Source: an optimization exercise on an open RTL-to-GDS flow (aim: small area, a short achievable clock period and few clock cycles). Production flows keep margins and buffers that such runs may drop.
Function was checked by simulation only, so behaviour that the tests miss may differ from the original.
Power is estimated from default activity; no workload was simulated.

## execUnit
module execUnit
(
	input  logic     iClk,
	input  logic     rstN_i,
	input  execPkg::execOp_t  exec_i,
	input  execPkg::aluFunc_t func_i,    
	input  logic     bw_i,
	input  execPkg::opSel_t   selIn1_i,
	input  execPkg::opSel_t   selIn2_i,
	input  execPkg::word_t    rf1_i,
	input  execPkg::word_t    rf2_i,
	input  execPkg::word_t    mem_i,
	input  execPkg::word_t    imm1_i,
	input  execPkg::word_t    imm2_i,
	input  execPkg::word_t    dx_i,
	input  logic     carry_i,
	input  logic     stall_i,
	output execPkg::word_t    result_o,
	output logic     isZero_o,
	output logic     carry_o,
	output logic     overflow_o,
	output logic     stallD_o,
	output logic     divErr_o
);
For scale: roughly 1,700 cells after synthesis, ~56 flip-flops, about 130 I/O pins, ~0.010 mm2 of cells after synthesis.
export LEC_CHECK = 0
export ABC_AREA = 1
export CAP_MARGIN = 20
export CORE_MARGIN = 2
export CORE_UTILIZATION = 50
export SETUP_SLACK_MARGIN = 2.0
export SLEW_MARGIN = 20
create_clock -name core_clock -period 6.0 [get_ports {iClk}]
standard.sh (not shown) runs the stock make flow with config.mk's settings and CLKGATE_MAP_FILE= SYNTH_SCRIPT=/design/flow/synth_recipe.tcl, a recipe that flattens the netlist after the stock synthesis.
==> flow/flow/run.sh <==
#!/bin/bash
# The standard layout (the standard.sh: standard synthesis, floorplan, power grid, taps,
# placement, CTS, routing), with one change: the buffers that placement puts on every input and
# output port are sky130_fd_sc_hd__buf_1 instead of the resizer's default pick (a delay cell,
# clkdlybuf4s50_1). Every port still gets its own buffer. The full output of make and the tools
# goes to standard_flow.log here; ORFS also keeps each step's log under orfs/logs/.
set -euo pipefail
export BUFFER_PORTS_ARGS="-buffer_cell sky130_fd_sc_hd__buf_1"
bash standard.sh > standard_flow.log 2>&1
The baseline completed with no timing, DRC or antenna violations.
Testbench counts at the start, summed over its fixed seeds: cycles 52,440.
Next try:
==> flow/flow/run.sh (replaced) <==
#!/bin/bash
# The standard layout (the standard.sh: standard synthesis, floorplan, power grid, taps,
# placement, CTS, routing), with one change: the buffers that placement puts on every input and
# output port are sky130_fd_sc_hd__buf_2 instead of the resizer's default pick (a delay cell,
# clkdlybuf4s50_1). Every port still gets its own buffer. The full output of make and the tools
# goes to standard_flow.log here; ORFS also keeps each step's log under orfs/logs/.
set -euo pipefail
export BUFFER_PORTS_ARGS="-buffer_cell sky130_fd_sc_hd__buf_2"
bash standard.sh > standard_flow.log 2>&1
- SETUP_SLACK_MARGIN: 2.0 -> 1.5
Result: The new run completed without violations; wire length came out lower by 11%; cell count goes down by 5.6%; die area does not change; global-route usage goes down by 4.1 points; power is lower by 9.7%; setup slack improved by 150 ps; first-iteration DRC count is lower by 16%; via count is lower by 7.2%; core utilization shrinks by 8.7 points; hold slack gets worse by 8.8 ps; clock power is lower by 8.0%.

* * *

Another version of the RTL of execUnit (not shown whole).
For scale: ~56 flip-flops, ~130 I/O pins, about 12000 um^2 of cells after synthesis.
// execUnit
module execUnit
(
	input  logic     iClk,
	input  logic     rstN_i,
	input  execPkg::execOp_t  exec_i,
	input  execPkg::aluFunc_t func_i,    
	input  logic     bw_i,
	input  execPkg::opSel_t   selIn1_i,
	input  execPkg::opSel_t   selIn2_i,
	input  execPkg::word_t    rf1_i,
	input  execPkg::word_t    rf2_i,
	input  execPkg::word_t    mem_i,
	input  execPkg::word_t    imm1_i,
	input  execPkg::word_t    imm2_i,
	input  execPkg::word_t    dx_i,
	input  logic     carry_i,
	input  logic     stall_i,
	output execPkg::word_t    result_o,
	output logic     isZero_o,
	output logic     carry_o,
	output logic     overflow_o,
	output logic     stallD_o,
	output logic     divErr_o
);
clock: 6.0 ns
lec_check: 0
abc_area: 1
cap_margin: 20
core_margin: 2
core_utilization: 60
setup_slack_margin: 1.5
slew_margin: 20
==> flow/flow/run.sh <==
#!/bin/bash
# The standard layout (the standard.sh: standard synthesis, floorplan, power grid, taps,
# placement, CTS, routing), with one change: the buffers that placement puts on every input and
# output port are sky130_fd_sc_hd__buf_1 instead of the resizer's default pick (a delay cell,
# clkdlybuf4s50_1). Every port still gets its own buffer. The full output of make and the tools
# goes to standard_flow.log here; ORFS also keeps each step's log under orfs/logs/.
set -euo pipefail
export BUFFER_PORTS_ARGS="-buffer_cell sky130_fd_sc_hd__buf_1"
bash standard.sh > standard_flow.log 2>&1
The baseline went through all stages and came out clean.
Testbench counts at the start, summed over its fixed seeds: cycles 52,440.
Rerun with:
--- a/flow/config.mk
+++ b/flow/config.mk
@@ -9,5 +9,5 @@
 export CAP_MARGIN = 20
 export CORE_MARGIN = 2
-export CORE_UTILIZATION = 60
+export CORE_UTILIZATION = 50
 export SETUP_SLACK_MARGIN = 1.5
 export SLEW_MARGIN = 20
=> Synthesized cell count does not change; via count drops by 1.1%; synthesized area is unchanged; routed wire length grows by about 5%; power falls by 0.54%; global-route usage went down by 4.9 points.
Rerun with:
--- a/flow/config.mk
+++ b/flow/config.mk
@@ -9,5 +9,6 @@
 export CAP_MARGIN = 20
 export CORE_MARGIN = 2
-export CORE_UTILIZATION = 50
+export CORE_UTILIZATION = 55
+export GPL_ROUTABILITY_DRIVEN = 0
 export SETUP_SLACK_MARGIN = 1.5
 export SLEW_MARGIN = 20
Outcome: Setup slack degrades by 6.6 ps; via count fell by 0.87%; sequential power rose by about 0.8%; routed wire length fell by 5.7%; utilization rose by 4.9 points; sequential cell count is unchanged; die area fell by 8.9%; combinational power stays flat; global-route usage rose by 1.4 points.

-- static timing again, ports no longer ideal --
In the flow no input, the clock included, has a driving cell. The finished layouts below were timed again as built, in two steps.
Step 1 assumes that a clkbuf_16 drives the clock port and a buf_2 every other input.
Step 2 adds t to the input delays and takes it off the output delays; t is the mean of the earliest and latest rising clock arrival at the registers after step 1. Input paths then give back, and output paths get back, about the clock's delay inside the block.
Three values: ideal, step 1, step 2; two values: the first two.
| run | t, ns | setup WS [ns] | worst setup path after step 2 |
|---|---|---|---|
| the first run of note 1 | 0.359 | 1.157 / 1.157 / 1.157 | register to register |
| the second run of note 1 | 0.347 | 1.305 / 1.305 / 1.171 | input to register |
| the first run of note 2 | 0.335 | 1.650 / 1.663 / 1.328 | input to register |
| the second run of note 2 | 0.339 | 1.647 / 1.670 / 1.331 | input to register |
| the third run of note 2 | 0.344 | 1.640 / 1.654 / 1.311 | input to register |
After both steps setup and hold are still met in every run listed. The setup slack of the third run of note 2, which loses most, moves by +0.014 ns with the drivers and by -0.329 ns with both steps.
